This design comes from an exercise in tuning for small area, a short achievable clock period and few clock cycles on the open sky130 flow, not from production work. The RTL was checked by simulation tests, not by an equivalence proof against the original design. No activity file was given, so power comes from the tool's default toggle rates.

## the previous run
==> flow/design.v <==
package wpp_pkg;
    localparam int MAX_WORD_LEN_DEF  = 8;
    localparam int MAX_DOC_CHARS_DEF = 65536;
    localparam int CH_W      = 8;
    localparam int CFG_W     = 64;
    localparam int CFG_IDX_W = 2;
    localparam int LEN_CFG_W = 4;
    localparam int DIST_W    = 18;
    localparam int QUEUE_DEPTH = 2;
    typedef enum logic [CFG_IDX_W-1:0] {
        CFG_FIRST_WORD,
        CFG_FIRST_LEN,
        CFG_SECOND_WORD,
        CFG_SECOND_LEN
    } t_cfg_idx;
    localparam logic [CH_W-1:0] CH_SPACE   = 8'h20;
    localparam logic [CH_W-1:0] CH_PERIOD  = 8'h2E;
    localparam logic [CH_W-1:0] CH_COMMA   = 8'h2C;
    localparam logic [CH_W-1:0] CH_LOWER_A = 8'h61;
    localparam logic [CH_W-1:0] CH_LOWER_Z = 8'h7A;
    localparam logic [CH_W-1:0] CASE_STEP  = 8'h20;
    typedef struct packed {
        logic close_a;        
        logic hit_a_first;
        logic hit_a_second;
        logic last;           
        logic hit_b_first;
        logic hit_b_second;
    } t_close_ctl;
    function automatic logic [CH_W-1:0] fold_case(input logic [CH_W-1:0] c);
        fold_case = (c >= CH_LOWER_A && c <= CH_LOWER_Z) ? c - CASE_STEP : c;
    endfunction
    function automatic logic is_delim(input logic [CH_W-1:0] c);
        is_delim = (c == CH_SPACE) || (c == CH_PERIOD) || (c == CH_COMMA);
    endfunction
endpackage
module wpp_front (
    input  logic [wpp_pkg::CH_W-1:0] i_ch,
    input  logic [wpp_pkg::CH_W-1:0] i_tgt,
    output logic                     o_eq
);
    logic t_letter;
    assign t_letter = (i_tgt[7:5] == 3'b010 || i_tgt[7:5] == 3'b011) &&
                      (i_tgt[4:0] != 5'd0) && (i_tgt[4:0] <= 5'd26);
    assign o_eq = (i_ch[7:6] == i_tgt[7:6]) && (i_ch[4:0] == i_tgt[4:0]) &&
                  ((i_ch[5] == i_tgt[5]) || t_letter);
endmodule
module wpp_back (
    input  logic        i_m1,        
    input  logic        i_m2,        
    input  logic [3:0]  i_len,       
    input  logic [3:0]  i_l1,        
    input  logic [3:0]  i_l2,        
    input  logic [17:0] i_mid,       
    input  logic        i_any,       
    input  logic        i_last_t,    
    input  logic [17:0] i_last_mid,  
    input  logic        i_found,     
    input  logic [17:0] i_best,      
    output logic        o_hit,       
    output logic        o_hit_t,     
    output logic        o_found,
    output logic [17:0] o_best
);
    logic        hit1, hit2, cand_v, take;
    logic [17:0] cand;
    assign hit1    = i_m1 && (i_len == i_l1);
    assign hit2    = !hit1 && i_m2 && (i_len == i_l2);
    assign o_hit   = hit1 || hit2;
    assign o_hit_t = hit2;
    assign cand_v  = o_hit && i_any && (i_last_t != hit2);
    logic [19:0] csa_a, csa_b, csa_c, csa_s, csa_k, csa_w;
    assign csa_a = {2'b00, i_last_mid};
    assign csa_b = {2'b00, i_best};
    assign csa_c = ~{2'b00, i_mid};
    assign csa_s = csa_a ^ csa_b ^ csa_c;
    assign csa_k = (csa_a & csa_b) | (csa_a & csa_c) | (csa_b & csa_c);
    assign csa_w = csa_s + {csa_k[18:0], 1'b1};
    assign cand  = i_mid - i_last_mid;
    assign take    = cand_v && (!i_found || !csa_w[19]);
    assign o_best  = take ? cand : i_best;
    assign o_found = i_found || cand_v;
endmodule
module word_pair_proximity_scanner (
    input  logic                          i_clk,
    input  logic                          i_rst_n,
    input  logic                          i_valid,
    output logic                          o_stall,
    input  logic [wpp_pkg::CH_W-1:0]      i_ch,
    input  logic                          i_is_final,
    output logic                          o_valid,
    input  logic                          i_stall,
    output logic                          o_found,
    output logic [wpp_pkg::DIST_W-1:0]    o_distance_x2,
    input  logic                          i_cfg_wr_en,
    input  logic [wpp_pkg::CFG_IDX_W-1:0] i_cfg_index,
    input  logic [wpp_pkg::CFG_W-1:0]     i_cfg_data
);
    localparam int PW = 17;   
    localparam int MW = 18;   
    logic [63:0] r_w1, r_w2;
    logic        r_z1, r_z2;
    logic [3:0]  r_l1, r_l2;
    logic          r_pv;      
    logic [7:0]    r_pch;
    logic          r_pfinal;
    logic          r_peq1;    
    logic          r_peq2;    
    logic          r_pe1;     
    logic          r_pe2;     
    logic [PW-1:0] r_pos;     
    logic [MW-1:0] r_mid;     
    logic [3:0]    r_len;     
    logic          r_m1, r_m2;
    logic          r_fin;     
    logic          r_new;     
    logic          r_any;     
    logic          r_last_t;  
    logic [MW-1:0] r_last_mid;
    logic          r_found;   
    logic [MW-1:0] r_best;    
    logic          r_out_valid;
    logic [3:0] cfg_en;
    always_comb begin
        for (int k = 0; k < 4; k++)
            cfg_en[k] = i_cfg_wr_en && i_cfg_index == 2'(k);
    end
    always_ff @(posedge i_clk) begin
        if (cfg_en[0]) r_w1 <= i_cfg_data;
        if (cfg_en[2]) r_w2 <= i_cfg_data;
    end
    always_ff @(posedge i_clk) begin
        if (!i_rst_n) begin
            r_z1 <= 1'b1;
            r_z2 <= 1'b1;
            r_l1 <= 4'd1;
            r_l2 <= 4'd1;
        end else begin
            if (cfg_en[0]) r_z1 <= 1'b0;
            if (cfg_en[1]) r_l1 <= i_cfg_data[3:0];
            if (cfg_en[2]) r_z2 <= 1'b0;
            if (cfg_en[3]) r_l2 <= i_cfg_data[3:0];
        end
    end
    logic accept, hold, stall, proc, close_out, start;
    logic r_stall;
    assign hold      = r_out_valid && (r_fin || r_any);
    assign proc      = r_pv && !hold;
    assign stall     = r_pv && hold;
    assign o_stall   = r_stall;
    assign accept    = i_valid && !stall;
    assign close_out = r_fin && !r_out_valid;
    assign start     = r_fin || r_new;
    logic [3:0]    len_e;
    logic          m1_e, m2_e;
    logic          delim, eq1, eq2, eqw1, eqw2, eqi1, eqi2, short;
    logic [7:0]    tb1, tb2, ti1, ti2;
    logic [PW-1:0] pos_n;
    logic [MW-1:0] mid_nd;
    logic [3:0]    len_nd;
    assign len_e  = start ? 4'd0 : r_len;
    assign m1_e   = start || r_m1;
    assign m2_e   = start || r_m2;
    assign delim  = wpp_pkg::is_delim(r_pch);
    assign tb1    = r_z1 ? 8'h00 : r_w1[{len_e[2:0], 3'b000} +: 8];
    assign tb2    = r_z2 ? 8'h00 : r_w2[{len_e[2:0], 3'b000} +: 8];
    wpp_front u_eq1 (.i_ch(r_pch), .i_tgt(tb1), .o_eq(eqw1));
    wpp_front u_eq2 (.i_ch(r_pch), .i_tgt(tb2), .o_eq(eqw2));
    assign eq1 = start ? r_peq1 : eqw1;
    assign eq2 = start ? r_peq2 : eqw2;
    assign ti1 = r_z1 ? 8'h00 : r_w1[7:0];
    assign ti2 = r_z2 ? 8'h00 : r_w2[7:0];
    wpp_front u_eqi1 (.i_ch(i_ch), .i_tgt(ti1), .o_eq(eqi1));
    wpp_front u_eqi2 (.i_ch(i_ch), .i_tgt(ti2), .o_eq(eqi2));
    assign short  = (len_e < 4'd8);
    assign len_nd = (len_e < 4'd9) ? len_e + 4'd1 : len_e;
    assign pos_n  = start ? PW'(1) : (r_pos[PW-1] ? r_pos : r_pos + PW'(1));
    assign mid_nd = start ? MW'(1) :
                    (r_len < 4'd9 && !r_mid[MW-1]) ? r_mid + MW'(1) : r_mid;
    logic          hit, hit_t, found_c;
    logic [MW-1:0] best_c;
    logic          hit_e1, hit_e2;
    wpp_back u_close (
        .i_m1(r_m1), .i_m2(r_m2), .i_len(r_len), .i_l1(r_l1), .i_l2(r_l2), .i_mid(r_mid),
        .i_any(r_any), .i_last_t(r_last_t), .i_last_mid(r_last_mid),
        .i_found(r_found), .i_best(r_best),
        .o_hit(hit), .o_hit_t(hit_t), .o_found(found_c), .o_best(best_c)
    );
    assign hit_e1 = r_pe1;
    assign hit_e2 = r_pe2;
    logic pv_n, fin_n, any_n, ov_n;
    assign pv_n  = accept || (r_pv && !proc);
    assign fin_n = proc ? r_pfinal : (r_fin && !close_out);
    assign any_n = (proc && start) ? (delim && (hit_e1 || hit_e2)) :
                   (proc && delim && hit) ? 1'b1 : r_any;
    assign ov_n  = close_out || (r_out_valid && i_stall);
    always_ff @(posedge i_clk) begin
        if (!i_rst_n) begin
            r_pv    <= 1'b0;
            r_stall <= 1'b0;
        end else begin
            r_pv    <= pv_n;
            r_stall <= pv_n && ov_n && (fin_n || any_n);
        end
    end
    always_ff @(posedge i_clk) begin
        if (!stall) begin
            r_pch    <= i_ch;
            r_pfinal <= i_is_final;
            r_peq1   <= eqi1;
            r_peq2   <= eqi2;
            r_pe1    <= (r_l1 == 4'd0);
            r_pe2    <= (r_l1 != 4'd0) && (r_l2 == 4'd0);
        end
    end
    always_ff @(posedge i_clk) begin
        if (proc) begin
            r_pos <= pos_n;
            if (delim) begin
                r_mid <= {pos_n, 1'b0};
                r_len <= '0;
                r_m1  <= 1'b1;
                r_m2  <= 1'b1;
            end else begin
                r_mid <= mid_nd;
                r_len <= len_nd;
                r_m1  <= m1_e && short && eq1;
                r_m2  <= m2_e && short && eq2;
            end
        end
    end
    always_ff @(posedge i_clk) begin
        if (!i_rst_n) begin
            r_fin <= 1'b0;
            r_new <= 1'b1;
        end else begin
            r_fin <= fin_n;
            if (proc)
                r_new <= 1'b0;
            else if (close_out)
                r_new <= 1'b1;
        end
    end
    always_ff @(posedge i_clk) begin
        if (proc && delim && start) begin
            r_last_t   <= hit_e2;
            r_last_mid <= '0;
        end else if (proc && delim && hit) begin
            r_last_t   <= hit_t;
            r_last_mid <= r_mid;
        end
    end
    always_ff @(posedge i_clk) begin
        if (!i_rst_n) begin
            r_any <= 1'b0;
        end else begin
            r_any <= any_n;
        end
    end
    always_ff @(posedge i_clk) begin
        if (!i_rst_n) begin
            r_found <= 1'b0;
            r_best  <= '0;
        end else if (close_out || (proc && delim && !start && !r_out_valid)) begin
            r_found <= found_c;
            r_best  <= best_c;
        end else if (r_out_valid && !i_stall) begin
            r_found <= 1'b0;
            r_best  <= '0;
        end
    end
    always_ff @(posedge i_clk) begin
        if (!i_rst_n) begin
            r_out_valid <= 1'b0;
        end else begin
            r_out_valid <= ov_n;
        end
    end
    assign o_valid       = r_out_valid;
    assign o_found       = r_found;
    assign o_distance_x2 = r_best;
endmodule
==> flow/config.mk <==
export PLATFORM = sky130hd
export DESIGN_NAME = word_pair_proximity_scanner
export DESIGN_NICKNAME = word_pair_proximity_scanner
export VERILOG_FILES = /design/flow/design.v
export SDC_FILE = /design/flow/constraint.sdc
export NUM_CORES = 4
export LEC_CHECK = 0
export CAP_MARGIN = 20
export CORE_MARGIN = 2
export CORE_UTILIZATION = 40
export CTS_CLUSTER_DIAMETER = 120
export CTS_CLUSTER_SIZE = 24
export SLEW_MARGIN = 20
==> flow/constraint.sdc <==
create_clock -name core_clock -period 11.0 [get_ports {i_clk}]
set_input_delay 2.2000 -clock core_clock [delete_from_list [all_inputs] [get_ports {i_clk}]]
set_output_delay 2.2000 -clock core_clock [all_outputs]
set_load 0.01 [all_outputs]
standard.sh (not shown) runs the stock make flow with config.mk's settings and CLKGATE_MAP_FILE= SYNTH_SCRIPT=/design/flow/synth_recipe.tcl, a recipe that flattens the netlist after the stock synthesis.
==> flow/flow/run.sh <==
#!/bin/bash
# The standard layout, with plain buffers (buf_1) on the ports instead of the default
# port buffer cell, and timing repair asked to leave 8.0 ns of setup slack
# ORFS's own logs stay under orfs/logs; make's output goes to standard_make.log
set -euo pipefail
export BUFFER_PORTS_ARGS="-buffer_cell sky130_fd_sc_hd__buf_1"
export SETUP_SLACK_MARGIN=8.0
bash standard.sh > standard_make.log 2>&1
Testbench counts of the previous run, summed over its fixed seeds: cycles 79,669.
Input-level comparison between the current run and the previous run:
diff --git a/flow/design.v b/flow/design.v
--- a/flow/design.v
+++ b/flow/design.v
@@ -102,14 +102,10 @@
     logic        r_z1, r_z2;
     logic [3:0]  r_l1, r_l2;
     logic          r_pv;      
     logic [7:0]    r_pch;
     logic          r_pfinal;
-    logic          r_peq1;    
-    logic          r_peq2;    
-    logic          r_pe1;     
-    logic          r_pe2;     
     logic [PW-1:0] r_pos;     
     logic [MW-1:0] r_mid;     
     logic [3:0]    r_len;     
     logic          r_m1, r_m2;
     logic          r_fin;     
@@ -151,29 +147,23 @@
     assign accept    = i_valid && !stall;
     assign close_out = r_fin && !r_out_valid;
     assign start     = r_fin || r_new;
     logic [3:0]    len_e;
     logic          m1_e, m2_e;
-    logic          delim, eq1, eq2, eqw1, eqw2, eqi1, eqi2, short;
-    logic [7:0]    tb1, tb2, ti1, ti2;
+    logic          delim, eq1, eq2, short;
+    logic [7:0]    tb1, tb2;
     logic [PW-1:0] pos_n;
     logic [MW-1:0] mid_nd;
     logic [3:0]    len_nd;
     assign len_e  = start ? 4'd0 : r_len;
     assign m1_e   = start || r_m1;
     assign m2_e   = start || r_m2;
     assign delim  = wpp_pkg::is_delim(r_pch);
     assign tb1    = r_z1 ? 8'h00 : r_w1[{len_e[2:0], 3'b000} +: 8];
     assign tb2    = r_z2 ? 8'h00 : r_w2[{len_e[2:0], 3'b000} +: 8];
-    wpp_front u_eq1 (.i_ch(r_pch), .i_tgt(tb1), .o_eq(eqw1));
-    wpp_front u_eq2 (.i_ch(r_pch), .i_tgt(tb2), .o_eq(eqw2));
-    assign eq1 = start ? r_peq1 : eqw1;
-    assign eq2 = start ? r_peq2 : eqw2;
-    assign ti1 = r_z1 ? 8'h00 : r_w1[7:0];
-    assign ti2 = r_z2 ? 8'h00 : r_w2[7:0];
-    wpp_front u_eqi1 (.i_ch(i_ch), .i_tgt(ti1), .o_eq(eqi1));
-    wpp_front u_eqi2 (.i_ch(i_ch), .i_tgt(ti2), .o_eq(eqi2));
+    wpp_front u_eq1 (.i_ch(r_pch), .i_tgt(tb1), .o_eq(eq1));
+    wpp_front u_eq2 (.i_ch(r_pch), .i_tgt(tb2), .o_eq(eq2));
     assign short  = (len_e < 4'd8);
     assign len_nd = (len_e < 4'd9) ? len_e + 4'd1 : len_e;
     assign pos_n  = start ? PW'(1) : (r_pos[PW-1] ? r_pos : r_pos + PW'(1));
     assign mid_nd = start ? MW'(1) :
                     (r_len < 4'd9 && !r_mid[MW-1]) ? r_mid + MW'(1) : r_mid;
@@ -184,12 +174,12 @@
         .i_m1(r_m1), .i_m2(r_m2), .i_len(r_len), .i_l1(r_l1), .i_l2(r_l2), .i_mid(r_mid),
         .i_any(r_any), .i_last_t(r_last_t), .i_last_mid(r_last_mid),
         .i_found(r_found), .i_best(r_best),
         .o_hit(hit), .o_hit_t(hit_t), .o_found(found_c), .o_best(best_c)
     );
-    assign hit_e1 = r_pe1;
-    assign hit_e2 = r_pe2;
+    assign hit_e1 = (r_l1 == 4'd0);
+    assign hit_e2 = !hit_e1 && (r_l2 == 4'd0);
     logic pv_n, fin_n, any_n, ov_n;
     assign pv_n  = accept || (r_pv && !proc);
     assign fin_n = proc ? r_pfinal : (r_fin && !close_out);
     assign any_n = (proc && start) ? (delim && (hit_e1 || hit_e2)) :
                    (proc && delim && hit) ? 1'b1 : r_any;
@@ -205,14 +195,10 @@
     end
     always_ff @(posedge i_clk) begin
         if (!stall) begin
             r_pch    <= i_ch;
             r_pfinal <= i_is_final;
-            r_peq1   <= eqi1;
-            r_peq2   <= eqi2;
-            r_pe1    <= (r_l1 == 4'd0);
-            r_pe2    <= (r_l1 != 4'd0) && (r_l2 == 4'd0);
         end
     end
     always_ff @(posedge i_clk) begin
         if (proc) begin
             r_pos <= pos_n;
Results
The current run completed end to end with timing, DRC and antenna clean.
Between the previous run and the current run, the smallest hold slack is higher for the previous run.
Via count is lower on the current run
Relative to the previous run, the fraction of area in multi-input gates of the current run is lower by 0.61 points.
Summary of the comparison: total power divided by cell area is higher in the current run, relative to the previous run.
On fraction of the mapped netlist area in compound gates, the higher figure sits with the previous run, not the current run.
Status: final clock period utilization by the worst path parity (the previous run, the current run)
In the current run, the post-synthesis share of cell area spent on xor and xnor gates came out 0.27 points above the value in the previous run.
In the current run, post-synthesis instance total is lower than in the previous run.
Re residual overflow from global routing: no difference whatsoever between the current run and the previous run.
Area enclosed by the die boundary (the current run over the previous run): decrease, 4.7%
Testbench counts of the current run, summed over its fixed seeds: cycles 79,669.

-- what the ideal ports hide --
In the flow no input, the clock included, has a driving cell. The finished layouts below were timed again as built, in two steps. Step 1 assumes that a clkbuf_16 drives the clock port and a buf_2 every other input. Step 2, shift: input delay + t, output delay - t, t = (earliest + latest rising clock arrival at the registers) / 2. This alone moves slack from input paths to output paths. Slacks: ideal / step 1 / step 2; pairs: ideal / step 1.
| run | t (ns) | setup WS [ns] | worst hold slack (ns) | worst register clock-pin slew, ns |
|---|---|---|---|---|
| the previous run | 0.535 | 7.824 / 7.771 / 7.488 | 0.511 / 0.511 / 0.511 | 0.11 / 0.11 |
| the current run | 0.542 | 7.811 / 7.761 / 7.413 | 0.503 / 0.503 / 0.503 | 0.11 / 0.11 |
After both steps setup and hold are still met in every run listed. For the current run, which loses most, drivers alone change the setup slack by -0.050 ns; drivers and shift together by -0.398 ns.
